Background: an optimization exercise with open tools, aiming at small area, a short achievable clock period and few clock cycles per item. Do not read the settings as production practice. Only simulation tests tie the RTL to the original design; equivalence was not proved. Power figures rest on the tool's default switching activity, not on a simulated workload.

## the reference run
==> flow/design.v (excerpt) <==
module lsu_top (
    input  logic                        clk,
    input  logic                        rst_n,
    input  logic                        issue_valid,
    output logic                        issue_ready,
    input  lsu_pkg::lsu_op_e            op,
    input  logic [lsu_pkg::ADDR_W-1:0]  base,
    input  logic [lsu_pkg::ADDR_W-1:0]  offset,
    input  logic [lsu_pkg::XLEN-1:0]    store_data,
    input  logic [lsu_pkg::TAG_W-1:0]   tag,
    input  logic                        commit,
    output logic                        wb_valid,
    input  logic                        wb_ready,
    output logic [lsu_pkg::TAG_W-1:0]   wb_tag,
    output logic [lsu_pkg::XLEN-1:0]    wb_data,
    output logic                        mem_req_valid,
    input  logic                        mem_req_ready,
    output logic                        mem_req_write,
    output logic [lsu_pkg::ADDR_W-1:0]  mem_req_addr,
    output logic [lsu_pkg::MEM_W-1:0]   mem_req_wdata,
    output logic [lsu_pkg::STRB_W-1:0]  mem_req_wstrb,
    input  logic                        mem_resp_valid,
    input  logic [lsu_pkg::MEM_W-1:0]   mem_resp_data
);
Size: ~1900 cells after synthesis, about 550 flip-flops, ~320 I/O pins.
Settings: LEC_CHECK=0, CAP_MARGIN=20, CORE_MARGIN=2, CORE_UTILIZATION=65, CTS_CLUSTER_DIAMETER=60, CTS_CLUSTER_SIZE=24, SLEW_MARGIN=20; clock period 8.5 ns.
standard.sh (not shown) runs the stock make flow with config.mk's settings and CLKGATE_MAP_FILE= SYNTH_SCRIPT=/design/flow/synth_recipe.tcl, a recipe that flattens the netlist after the stock synthesis.
==> flow/flow/run.sh <==
#!/bin/bash
export BUFFER_PORTS_ARGS="-buffer_cell sky130_fd_sc_hd__buf_1"
export SETUP_SLACK_MARGIN=5.35
bash standard.sh > standard.log 2>&1
Testbench counts of the reference run, summed over its fixed seeds: cycles 6,462, items 4,800.
Relative to the reference run, the following input files were edited for the trial run:
==> flow/flow/run.sh <==
#!/bin/bash
export BUFFER_PORTS_ARGS="-buffer_cell sky130_fd_sc_hd__buf_1"
export SETUP_SLACK_MARGIN=5.6
bash standard.sh > standard.log 2>&1
Results
The trial run | stages: all done | timing, DRC, antenna: all pass
The trial run against the reference run; non-clock buffer count is up by more than 10%.
Looking at maximum fanout along the worst path, the trial run sits above the reference run.
Summary of the trial run over the reference run: clock share of power -1.0 points, tightest slew margin relative to the limit -1.5 points, worst hold margin -4.8 ps, all-layer global routing usage +0.56 points.
Worst clock skew on the final layout delta (the trial run -> the reference run): insignificant

lsu_top, a different RTL version from the one above (not shown whole).
For scale: ~1900 cells after synthesis, roughly 320 I/O pins.
Settings: LEC_CHECK=0, CAP_MARGIN=20, CORE_MARGIN=2, CORE_UTILIZATION=70, CTS_CLUSTER_DIAMETER=60, CTS_CLUSTER_SIZE=24, SETUP_SLACK_MARGIN=5, SLEW_MARGIN=20; clock period 8.5 ns.
==> flow/flow/run.sh <==
#!/bin/bash
# Standard layout, with the port buffers drawn from the smallest buffer cell
# instead of the delay buffer the resizer picks by default. Every input and
# output port still gets its own buffer.
export BUFFER_PORTS_ARGS="-buffer_cell sky130_fd_sc_hd__buf_1"
bash standard.sh > standard.log 2>&1
The baseline ran to the end with no violations.
Testbench counts at the start, summed over its fixed seeds: cycles 6,462, items 4,800.
Next try:
==> flow/flow/run.sh (replaced) <==
#!/bin/bash
export BUFFER_PORTS_ARGS="-buffer_cell sky130_fd_sc_hd__buf_1"
export SETUP_SLACK_MARGIN=5.6
bash standard.sh > standard.log 2>&1
- CORE_UTILIZATION: 70 -> 60
- CTS_CLUSTER_DIAMETER: 60 -> not set
- CTS_CLUSTER_SIZE: 24 -> not set
- SETUP_SLACK_MARGIN: 5 -> not set
The new run finished with timing, DRC and antenna clean.
Design area increases by about 8%.
Maximum frequency increases by 6.2%.
Total power increases by about 10%.
Routed wire length increases by 5.5%.
Synthesized area stays the same.

Another version of the RTL of lsu_top (not shown whole).
export LEC_CHECK = 0
export CAP_MARGIN = 20
export CORE_MARGIN = 2
export CORE_UTILIZATION = 65
export CTS_CLUSTER_DIAMETER = 70
export CTS_CLUSTER_SIZE = 28
export SLEW_MARGIN = 20
create_clock -name core_clock -period 8.5 [get_ports {clk}]
==> flow/flow/run.sh <==
#!/bin/bash
export BUFFER_PORTS_ARGS="-buffer_cell sky130_fd_sc_hd__buf_1"
export SETUP_SLACK_MARGIN=5.35
bash standard.sh > standard.log 2>&1
Testbench counts at the start, summed over its fixed seeds: cycles 6,462, items 4,800.
==> next run, changes <==
--- a/flow/config.mk
+++ b/flow/config.mk
@@ -9,5 +9,5 @@
 export CORE_MARGIN = 2
-export CORE_UTILIZATION = 65
-export CTS_CLUSTER_DIAMETER = 70
-export CTS_CLUSTER_SIZE = 28
+export CORE_UTILIZATION = 70
+export CTS_CLUSTER_DIAMETER = 60
+export CTS_CLUSTER_SIZE = 24
 export SLEW_MARGIN = 20
What happened: The changed run ran to the end with no violations; clock-buffer cell count climbs by 12; via count climbs by 3.3%; wire length climbs by 4.8%; synthesized area does not change; cell area climbs by 0.39%; setup slack loses 88 ps; first-iteration DRC count climbs by 10%; maximum frequency drops by 2.7%; clock power climbs by 14%; total power climbs by 3.9%.
==> next run, changes <==
==> flow/flow/run.sh (replaced) <==
#!/bin/bash
export BUFFER_PORTS_ARGS="-buffer_cell sky130_fd_sc_hd__buf_1"
export SETUP_SLACK_MARGIN=5.6
bash standard.sh > standard.log 2>&1
After rerunning: The new run finished with timing, DRC and antenna clean. Cell area went up by 6.3%. Maximum frequency stays flat. Die area is unchanged. Via count grows by 6.3%. First-iteration DRC count rose by 26%. Synthesized cell count does not change.

lsu_top, a different RTL version from the one above (not shown whole).
Size in the first run: roughly 530 flip-flops, ~0.025 mm² of cells after synthesis.
clock: 8.5 ns
lec_check: 0
cap_margin: 20
core_margin: 2
core_utilization: 60
setup_slack_margin: 5
slew_margin: 20
==> flow/flow/run.sh <==
#!/bin/bash
# Standard layout, with the port buffers drawn from the smallest buffer cell
# instead of the delay buffer the resizer picks by default. Every input and
# output port still gets its own buffer.
export BUFFER_PORTS_ARGS="-buffer_cell sky130_fd_sc_hd__buf_1"
bash standard.sh > standard.log 2>&1
The starting point completed with no timing, DRC or antenna violations.
Testbench counts at the start, summed over its fixed seeds: cycles 6,365, items 4,800.
Rerun with:
==> flow/run.sh (new file) <==
#!/bin/bash
# synth_recipe.tcl (not shown) runs the flow's synth.tcl, then flattens the netlist and writes it again
# the make line also repeats each setting of config.mk as NAME=value (left out here)
make -C /OpenROAD-flow-scripts/flow DESIGN_CONFIG=/design/flow/config.mk WORK_HOME=/design/flow/orfs CLKGATE_MAP_FILE= SYNTH_SCRIPT=/design/flow/synth_recipe.tcl finish
CORE_UTILIZATION = 70   (was 60)
CTS_CLUSTER_DIAMETER = 80   (was unset)
CTS_CLUSTER_SIZE = 30   (was unset)
removed: flow/flow/run.sh
removed: flow/standard.sh
Outcome:
- die area shrinks by 14%
- global-route usage went up by 5.6 points
- total power decreases by 7.0%
- flip-flop and latch count does not change
- cell area came out higher by 4.3%
- sequential share of layout area is lower by 2.2 points
- wire length goes up by 6.2%
- critical path depth stays the same
- first-iteration DRC count rose by 36%
- synthesized area does not change
- clock power goes down by 45%

== red ==
Another version of the RTL of lsu_top (not shown whole).
Size in the first run: roughly 1,800 cells after synthesis, about 320 I/O pins, roughly 0.025 mm^2 of cells after synthesis.
==> flow/config.mk <==
export PLATFORM = sky130hd
export DESIGN_NAME = lsu_top
export DESIGN_NICKNAME = lsu_top
export VERILOG_FILES = /design/flow/design.v
export SDC_FILE = /design/flow/constraint.sdc
export NUM_CORES = 4
export LEC_CHECK = 0
export CAP_MARGIN = 20
export CORE_MARGIN = 2
export CORE_UTILIZATION = 65
export CTS_CLUSTER_DIAMETER = 70
export CTS_CLUSTER_SIZE = 28
export SLEW_MARGIN = 20
==> flow/constraint.sdc <==
create_clock -name core_clock -period 8.5 [get_ports {clk}]
set_input_delay 1.7000 -clock core_clock [delete_from_list [all_inputs] [get_ports {clk}]]
set_output_delay 1.7000 -clock core_clock [all_outputs]
set_load 0.01 [all_outputs]
==> flow/flow/run.sh <==
#!/bin/bash
export BUFFER_PORTS_ARGS="-buffer_cell sky130_fd_sc_hd__buf_1"
export SETUP_SLACK_MARGIN=5.35
bash standard.sh > standard.log 2>&1
Testbench counts of red, summed over its fixed seeds: cycles 6,462, items 4,800.
Setup changes, red to blue
==> flow/flow/run.sh <==
#!/bin/bash
export BUFFER_PORTS_ARGS="-buffer_cell sky130_fd_sc_hd__buf_1"
export SETUP_SLACK_MARGIN=5.5
bash standard.sh > standard.log 2>&1
## What came out
- Side by side, final worst-path cycle share turned out lower in blue than in red.
- [compare] base=red new=blue: count of clock-buffer cells in the layout climbed 8.6%; overall routing resource usage climbed 1.2 points; utilization climbed 1.3 points; via count climbed about 1.4%.

lsu_top, a different RTL version from the one above (not shown whole).
Size: ~540 flip-flops, roughly 320 I/O pins, ~25,000 µm² of cells after synthesis.
==> flow/config.mk <==
export PLATFORM = sky130hd
export DESIGN_NAME = lsu_top
export DESIGN_NICKNAME = lsu_top
export VERILOG_FILES = /design/flow/design.v
export SDC_FILE = /design/flow/constraint.sdc
export NUM_CORES = 4
export LEC_CHECK = 0
export CAP_MARGIN = 20
export CORE_MARGIN = 2
export CORE_UTILIZATION = 60
export CTS_CLUSTER_DIAMETER = 50
export CTS_CLUSTER_SIZE = 20
export SETUP_SLACK_MARGIN = 5
export SLEW_MARGIN = 20
==> flow/constraint.sdc <==
create_clock -name core_clock -period 8.5 [get_ports {clk}]
set_input_delay 1.7000 -clock core_clock [delete_from_list [all_inputs] [get_ports {clk}]]
set_output_delay 1.7000 -clock core_clock [all_outputs]
set_load 0.01 [all_outputs]
==> flow/flow/run.sh <==
#!/bin/bash
# Standard layout, with the port buffers drawn from the smallest buffer cell
# instead of the delay buffer the resizer picks by default. Every input and
# output port still gets its own buffer.
export BUFFER_PORTS_ARGS="-buffer_cell sky130_fd_sc_hd__buf_1"
bash standard.sh > standard.log 2>&1
Testbench counts at the start, summed over its fixed seeds: cycles 6,365, items 4,800.
==> next run, changes <==
--- a/flow/config.mk
+++ b/flow/config.mk
@@ -10,4 +10,2 @@
 export CORE_UTILIZATION = 60
-export CTS_CLUSTER_DIAMETER = 50
-export CTS_CLUSTER_SIZE = 20
 export SETUP_SLACK_MARGIN = 5
What happened:
- total power goes up by 1.6%
- cell area goes up by 0.66%
- worst hold slack hardly moves
- clock power rose by about 7%
- non-clock buffer count is lower by 1
- die area does not change
- synthesized area stays the same
- setup slack improved by 0.043 ns
- register-to-register slack gains 0.04 ns

Starting RTL as in the previous note.
==> flow/config.mk <==
export PLATFORM = sky130hd
export DESIGN_NAME = lsu_top
export DESIGN_NICKNAME = lsu_top
export VERILOG_FILES = /design/flow/design.v
export SDC_FILE = /design/flow/constraint.sdc
export NUM_CORES = 4
export LEC_CHECK = 0
export CAP_MARGIN = 20
export CORE_MARGIN = 2
export CORE_UTILIZATION = 65
export CTS_CLUSTER_DIAMETER = 60
export CTS_CLUSTER_SIZE = 24
export SLEW_MARGIN = 20
==> flow/constraint.sdc <==
create_clock -name core_clock -period 8.5 [get_ports {clk}]
set_input_delay 1.7000 -clock core_clock [delete_from_list [all_inputs] [get_ports {clk}]]
set_output_delay 1.7000 -clock core_clock [all_outputs]
set_load 0.01 [all_outputs]
==> flow/flow/run.sh <==
#!/bin/bash
export BUFFER_PORTS_ARGS="-buffer_cell sky130_fd_sc_hd__buf_1"
export SETUP_SLACK_MARGIN=5.6
bash standard.sh > standard.log 2>&1
The first run produced a clean layout.
Testbench counts at the start, summed over its fixed seeds: cycles 6,365, items 4,800.
Rerun with:
==> flow/flow/run.sh (replaced) <==
#!/bin/bash
# Standard layout, with the port buffers drawn from the smallest buffer cell
# instead of the delay buffer the resizer picks by default. Every input and
# output port still gets its own buffer.
export BUFFER_PORTS_ARGS="-buffer_cell sky130_fd_sc_hd__buf_1"
bash standard.sh > standard.log 2>&1
SETUP_SLACK_MARGIN = 5   (was unset)
After rerunning:
- non-clock buffer count went down by 19
- worst setup slack gets better by 0.0060 ns
- hold slack hardly moves
- clock power hardly moves

lsu_top, a different RTL version from the one above (not shown whole).
Size in the first run: about 2,000 cells after synthesis, about 320 I/O pins, ~26,000 µm² of cells after synthesis.
clock: 8.5 ns
lec_check: 0
cap_margin: 20
core_margin: 2
core_utilization: 65
cts_cluster_diameter: 70
cts_cluster_size: 28
slew_margin: 20
==> flow/flow/run.sh <==
#!/bin/bash
export BUFFER_PORTS_ARGS="-buffer_cell sky130_fd_sc_hd__buf_1"
export SETUP_SLACK_MARGIN=5.35
bash standard.sh > standard.log 2>&1
Testbench counts at the start, summed over its fixed seeds: cycles 6,462, items 4,800.
Edit:
==> flow/flow/run.sh (replaced) <==
#!/bin/bash
export BUFFER_PORTS_ARGS="-buffer_cell sky130_fd_sc_hd__buf_1"
export SETUP_SLACK_MARGIN=5.5
bash standard.sh > standard.log 2>&1
After rerunning: Power drops slightly. Die area is unchanged. Register-to-register slack improves by 0.07 ns. Clock-buffer cell count shrinks by 7. Flip-flop and latch count does not change.

lsu_top with an RTL version that a note above also has.
For scale: roughly 540 flip-flops, about 25000 um^2 of cells after synthesis.
export LEC_CHECK = 0
export CAP_MARGIN = 20
export CORE_MARGIN = 2
export CORE_UTILIZATION = 65
export CTS_CLUSTER_DIAMETER = 60
export CTS_CLUSTER_SIZE = 24
export SLEW_MARGIN = 20
create_clock -name core_clock -period 8.5 [get_ports {clk}]
==> flow/flow/run.sh <==
#!/bin/bash
export BUFFER_PORTS_ARGS="-buffer_cell sky130_fd_sc_hd__buf_1"
export SETUP_SLACK_MARGIN=5.3
bash standard.sh > standard.log 2>&1
Testbench counts at the start, summed over its fixed seeds: cycles 6,462, items 4,800.
Next try:
==> flow/flow/run.sh (replaced) <==
#!/bin/bash
# Standard layout, with the port buffers drawn from the smallest buffer cell
# instead of the delay buffer the resizer picks by default. Every input and
# output port still gets its own buffer.
export BUFFER_PORTS_ARGS="-buffer_cell sky130_fd_sc_hd__buf_1"
bash standard.sh > standard.log 2>&1
CORE_UTILIZATION = 60   (was 65)
CTS_CLUSTER_DIAMETER = not set   (was 60)
CTS_CLUSTER_SIZE = not set   (was 24)
SETUP_SLACK_MARGIN = 5   (was not set)
Effect: Die area is higher by a little under a tenth; combinational power decreases by a few percent; setup slack is worse by 92 ps.

-- static timing again, ports no longer ideal --
The results above use ideal ports. As a check the final layouts listed here were re-extracted and re-timed, cells and wires unchanged. Step 1, drivers: a clkbuf_16 drives clk and a buf_2 each remaining input, both assumed. Step 2 times the ports against the registers' clock, not the clock port: input delays grow and output delays shrink by t, the midpoint of the rising clock arrivals with the driver on. Three values: ideal ports, drivers, drivers and shift; two values: the first two.
run | shift t [ns] | slack for setup (ns) | hold slack, ns | worst data-port slew with drivers (ns)
the reference run | 0.623 | 5.290 / 5.250 / 4.686 | 0.456 / 0.456 / 0.456 | 0.09
the trial run | 0.615 | 5.284 / 5.292 / 4.678 | 0.451 / 0.451 / 0.451 | 0.05
the first run of note 2 | 0.596 | 5.092 / 5.092 / 4.524 | 0.451 / 0.451 / 0.451 | 0.08
the second run of note 2 | 0.660 | 5.291 / 5.307 / 4.647 | 0.438 / 0.438 / 0.438 | 0.11
the first run of note 3 | 0.672 | 5.314 / 5.255 / 4.684 | 0.453 / 0.453 / 0.453 | 0.08
the second run of note 3 | 0.597 | 5.226 / 5.204 / 4.646 | 0.453 / 0.453 / 0.453 | 0.10
the third run of note 3 | 0.607 | 5.222 / 5.250 / 4.643 | 0.450 / 0.450 / 0.450 | 0.10
the first run of note 4 | 0.641 | 4.260 / 4.280 / 3.639 | 0.440 / 0.440 / 0.440 | 0.04
the second run of note 4 | 0.606 | 4.177 / 4.200 / 3.594 | 0.458 / 0.458 / 0.458 | 0.08
red | 0.684 | 5.154 / 5.178 / 4.494 | 0.454 / 0.454 / 0.454 | 0.08
blue | 0.607 | 5.172 / 5.194 / 4.587 | 0.455 / 0.455 / 0.455 | 0.10
the first run of note 6 | 0.644 | 4.918 / 4.918 / 4.342 | 0.442 / 0.442 / 0.442 | 0.06
the second run of note 6 | 0.666 | 4.960 / 4.960 / 4.376 | 0.440 / 0.440 / 0.440 | 0.06
the first run of note 7 | 0.607 | 4.918 / 4.933 / 4.325 | 0.450 / 0.450 / 0.450 | 0.05
the second run of note 7 | 0.621 | 4.924 / 4.924 / 4.348 | 0.451 / 0.451 / 0.451 | 0.05
the first run of note 8 | 0.630 | 5.243 / 5.269 / 4.639 | 0.444 / 0.444 / 0.444 | 0.06
the second run of note 8 | 0.668 | 5.296 / 5.320 / 4.652 | 0.446 / 0.446 / 0.446 | 0.07
the first run of note 9 | 0.593 | 5.180 / 5.205 / 4.613 | 0.448 / 0.448 / 0.448 | 0.09
the second run of note 9 | 0.653 | 5.088 / 5.088 / 4.484 | 0.440 / 0.440 / 0.440 | 0.05
After both steps setup and hold are still met in every run listed. The setup slack of red, which loses most, moves by +0.024 ns with the drivers and by -0.660 ns with both steps.
